What follows belongs to an exercise in optimizing a design on an open flow for small area and a short achievable clock period; a production flow would make more cautious choices. Only simulation tests tie the RTL to the original design; equivalence was not proved. Power figures rest on the tool's default switching activity, not on a simulated workload.

==> flow/design.v (excerpt) <==
module icap_bitstream_feeder #(
  parameter int FIFO_DEPTH = 8,
  parameter int NUM_W      = 21,
  parameter int BIT_SWAP   = 1
) (
  input  logic                  clk,
  input  logic                  rst,
  input  logic                  i_start,
  input  logic [NUM_W-1:0]      i_num_reads,
  input  logic                  i_abort,
  output logic                  o_ddr_rd,
  input  logic [pr_pkg::DDR_BEAT_W-1:0] i_ddr_data,
  input  logic                  i_ddr_rd_data_valid,
  input  logic                  i_ddr_rd_done,
  output logic                  o_config_buff_full,
  input  logic                  i_icap_hold,
  output logic                  o_icap_csib,
  output logic                  o_icap_rdwrb,
  output logic [pr_pkg::ICAP_W-1:0]     o_icap_data,
  output logic                  o_busy,
  output logic                  o_done,
  output logic                  o_err_ovf,
  output logic [1:0]            o_dbg_state
);
export LEC_CHECK = 0
export CAP_MARGIN = 20
export CORE_MARGIN = 2
export CORE_UTILIZATION = 55
export PLACE_DENSITY = 0.68
export SETUP_SLACK_MARGIN = 1.7
export SLEW_MARGIN = 20
create_clock -name core_clock -period 3.8 [get_ports {clk}]
standard.sh (not shown) runs the stock make flow with config.mk's settings and CLKGATE_MAP_FILE= SYNTH_SCRIPT=/design/flow/synth_recipe.tcl, a recipe that flattens the netlist after the stock synthesis.
==> flow/flow/run.sh <==
#!/bin/bash
# The standard ORFS layout, with two changes:
#  - ports are buffered with the smallest buffer (repair upsizes where timing needs it)
#    instead of the delay buffer buffer_ports picks on its own;
#  - the clock tree uses larger sink clusters of clkbuf_16 leaves and no dummy loads.
set -euo pipefail
export BUFFER_PORTS_ARGS="-buffer_cell sky130_fd_sc_hd__buf_1"
export CTS_ARGS="-sink_clustering_enable -repair_clock_nets -sink_clustering_size 34 -sink_clustering_max_diameter 72 -buf_list {sky130_fd_sc_hd__clkbuf_8 sky130_fd_sc_hd__clkbuf_16} -dont_use_dummy_load"
bash standard.sh synth > synth.log 2>&1
bash standard.sh floorplan > floorplan.log 2>&1
bash standard.sh place > place.log 2>&1
bash standard.sh cts > cts.log 2>&1
bash standard.sh finish > finish.log 2>&1
Change:
--- a/flow/flow/run.sh
+++ b/flow/flow/run.sh
@@ -7,3 +7,3 @@
 export BUFFER_PORTS_ARGS="-buffer_cell sky130_fd_sc_hd__buf_1"
-export CTS_ARGS="-sink_clustering_enable -repair_clock_nets -sink_clustering_size 34 -sink_clustering_max_diameter 72 -buf_list {sky130_fd_sc_hd__clkbuf_8 sky130_fd_sc_hd__clkbuf_16} -dont_use_dummy_load"
+export CTS_ARGS="-sink_clustering_enable -repair_clock_nets -sink_clustering_size 30 -sink_clustering_max_diameter 65 -buf_list {sky130_fd_sc_hd__clkbuf_8 sky130_fd_sc_hd__clkbuf_16} -dont_use_dummy_load"
 bash standard.sh synth > synth.log 2>&1
Clock-buffer cell count increases by 7.
Total power increases by 0.73%.
Flip-flop and latch count does not change.
Routed wire length stays flat.
Die area stays the same.
Combinational power stays flat.
Global-route usage increases by 0.32 points.
Change:
--- a/flow/config.mk
+++ b/flow/config.mk
@@ -9,5 +9,5 @@
 export CORE_MARGIN = 2
-export CORE_UTILIZATION = 55
-export PLACE_DENSITY = 0.68
-export SETUP_SLACK_MARGIN = 1.7
+export CORE_UTILIZATION = 50
+export PLACE_DENSITY = 0.62
+export SETUP_SLACK_MARGIN = 1.55
 export SLEW_MARGIN = 20
Result: Synthesized area is unchanged; sequential share of layout area climbs by 0.43 points; fmax came out lower by 5.4%.

========
Starting RTL as in the previous note.
clock: 3.8 ns
lec_check: 0
cap_margin: 20
core_margin: 2
core_utilization: 50
place_density: 0.62
setup_slack_margin: 1.65
slew_margin: 20
==> flow/flow/run.sh <==
#!/bin/bash
# The standard ORFS layout, with three changes:
#  - synthesis is the standard one except that abc maps the logic with an
#    area-oriented script (flow/abc_area_nf.script); flip-flops are untouched;
#  - ports are buffered with the smallest buffer (repair upsizes where timing needs it)
#    instead of the delay buffer buffer_ports picks on its own;
#  - the clock tree uses larger sink clusters of clkbuf_16 leaves and no dummy loads.
set -euo pipefail
here=$(pwd)
export BUFFER_PORTS_ARGS="-buffer_cell sky130_fd_sc_hd__buf_1"
export CTS_ARGS="-sink_clustering_enable -repair_clock_nets -sink_clustering_size 30 -sink_clustering_max_diameter 65 -buf_list {sky130_fd_sc_hd__clkbuf_8 sky130_fd_sc_hd__clkbuf_16} -dont_use_dummy_load"
export FLOW_ABC_SCRIPT=$here/flow/abc_area_nf.script
bash standard.sh SYNTH_SCRIPT=$here/flow/synth_abc.tcl synth > synth.log 2>&1
grep -q "abc with" orfs/logs/*/icap_bitstream_feeder/base/1_2_yosys.log
bash standard.sh floorplan > floorplan.log 2>&1
bash standard.sh place > place.log 2>&1
bash standard.sh cts > cts.log 2>&1
bash standard.sh finish > finish.log 2>&1
==> flow/flow/abc_area_nf.script <==
&get -n
&st
&dch
&nf -a
&put
topo
stime -c
buffer -c
upsize -c
dnsize -c
==> flow/flow/synth_abc.tcl <==
# synth_recipe.tcl (the standard synthesis) with one change: abc maps with
# flow/abc_area_nf.script instead of the ABC speed script. Everything else,
# flip-flop mapping included, is the standard synthesis.
proc synth {args} { yosys synth -nofsm -noshare {*}$args }
proc abc {args} {
  set i [lsearch -exact $args -script]
  if {$i >= 0} {
    set args [lreplace $args [expr {$i+1}] [expr {$i+1}] $::env(FLOW_ABC_SCRIPT)]
  }
  puts "abc with $::env(FLOW_ABC_SCRIPT): $args"
  yosys abc {*}$args
}
source $::env(SCRIPTS_DIR)/synth.tcl
# left out here: clear keep_hierarchy, flatten, clean up, hide names made inside functions, write 1_2_yosys.v
Change:
--- a/flow/flow/run.sh
+++ b/flow/flow/run.sh
@@ -2,3 +2 @@
-# The standard ORFS layout, with three changes:
-#  - synthesis is the standard one except that abc maps the logic with an
-#    area-oriented script (flow/abc_area_nf.script); flip-flops are untouched;
+# The standard ORFS layout, with two changes:
@@ -9 +6,0 @@
-here=$(pwd)
@@ -12,3 +9 @@
-export FLOW_ABC_SCRIPT=$here/flow/abc_area_nf.script
-bash standard.sh SYNTH_SCRIPT=$here/flow/synth_abc.tcl synth > synth.log 2>&1
-grep -q "abc with" orfs/logs/*/icap_bitstream_feeder/base/1_2_yosys.log
+bash standard.sh synth > synth.log 2>&1
--- a/flow/config.mk
+++ b/flow/config.mk
@@ -10,3 +10,3 @@
-export CORE_UTILIZATION = 50
-export PLACE_DENSITY = 0.62
-export SETUP_SLACK_MARGIN = 1.65
+export CORE_UTILIZATION = 58
+export PLACE_DENSITY = 0.72
+export SETUP_SLACK_MARGIN = 1.75
removed: flow/flow/abc_area_nf.script
removed: flow/flow/synth_abc.tcl
Area after synthesis came out higher slightly.
Critical path depth drops by 14.
Utilization increases by 7.1 points.

[separate check: timing with driven ports]
The results above use ideal ports. As a check the final layouts listed here were re-extracted and re-timed, cells and wires unchanged.
Step 1 (the two cells are an assumption about what drives the block):
set clk [get_ports {clk}]
set_driving_cell -lib_cell sky130_fd_sc_hd__clkbuf_16 $clk
set_driving_cell -lib_cell sky130_fd_sc_hd__buf_2 [delete_from_list [all_inputs] $clk]
Step 2 times the ports against the registers' clock, not the clock port: input delays grow and output delays shrink by t, the midpoint of the rising clock arrivals with the driver on.
Three values: ideal, step 1, step 2; two values: the first two.
| run | t (ns) | slack for setup (ns) | worst hold slack (ns) | worst data-port slew with drivers (ns) | pins driven straight from the clock port |
|---|---|---|---|---|---|
| the first run of note 1 | 0.877 | 1.685 / 1.619 / 1.219 | 0.168 / 0.104 / 0.474 | 0.17 | 1 |
| the second run of note 1 | 0.856 | 1.689 / 1.635 / 1.237 | 0.173 / 0.108 / 0.470 | 0.18 | 1 |
| the third run of note 1 | 0.891 | 1.567 / 1.488 / 1.182 | 0.062 / -0.006 / 0.471 | 0.19 | 1 |
| the first run of note 2 | 0.907 | 1.247 / 1.247 / 1.138 | 0.153 / 0.096 / 0.473 | 0.36 | 1 |
| the second run of note 2 | 0.897 | 1.675 / 1.584 / 1.264 | 0.172 / 0.100 / 0.475 | 0.17 | 1 |
After both steps setup and hold are still met in every run listed. The setup slack of the first run of note 1, which loses most, moves by -0.066 ns with the drivers and by -0.466 ns with both steps.
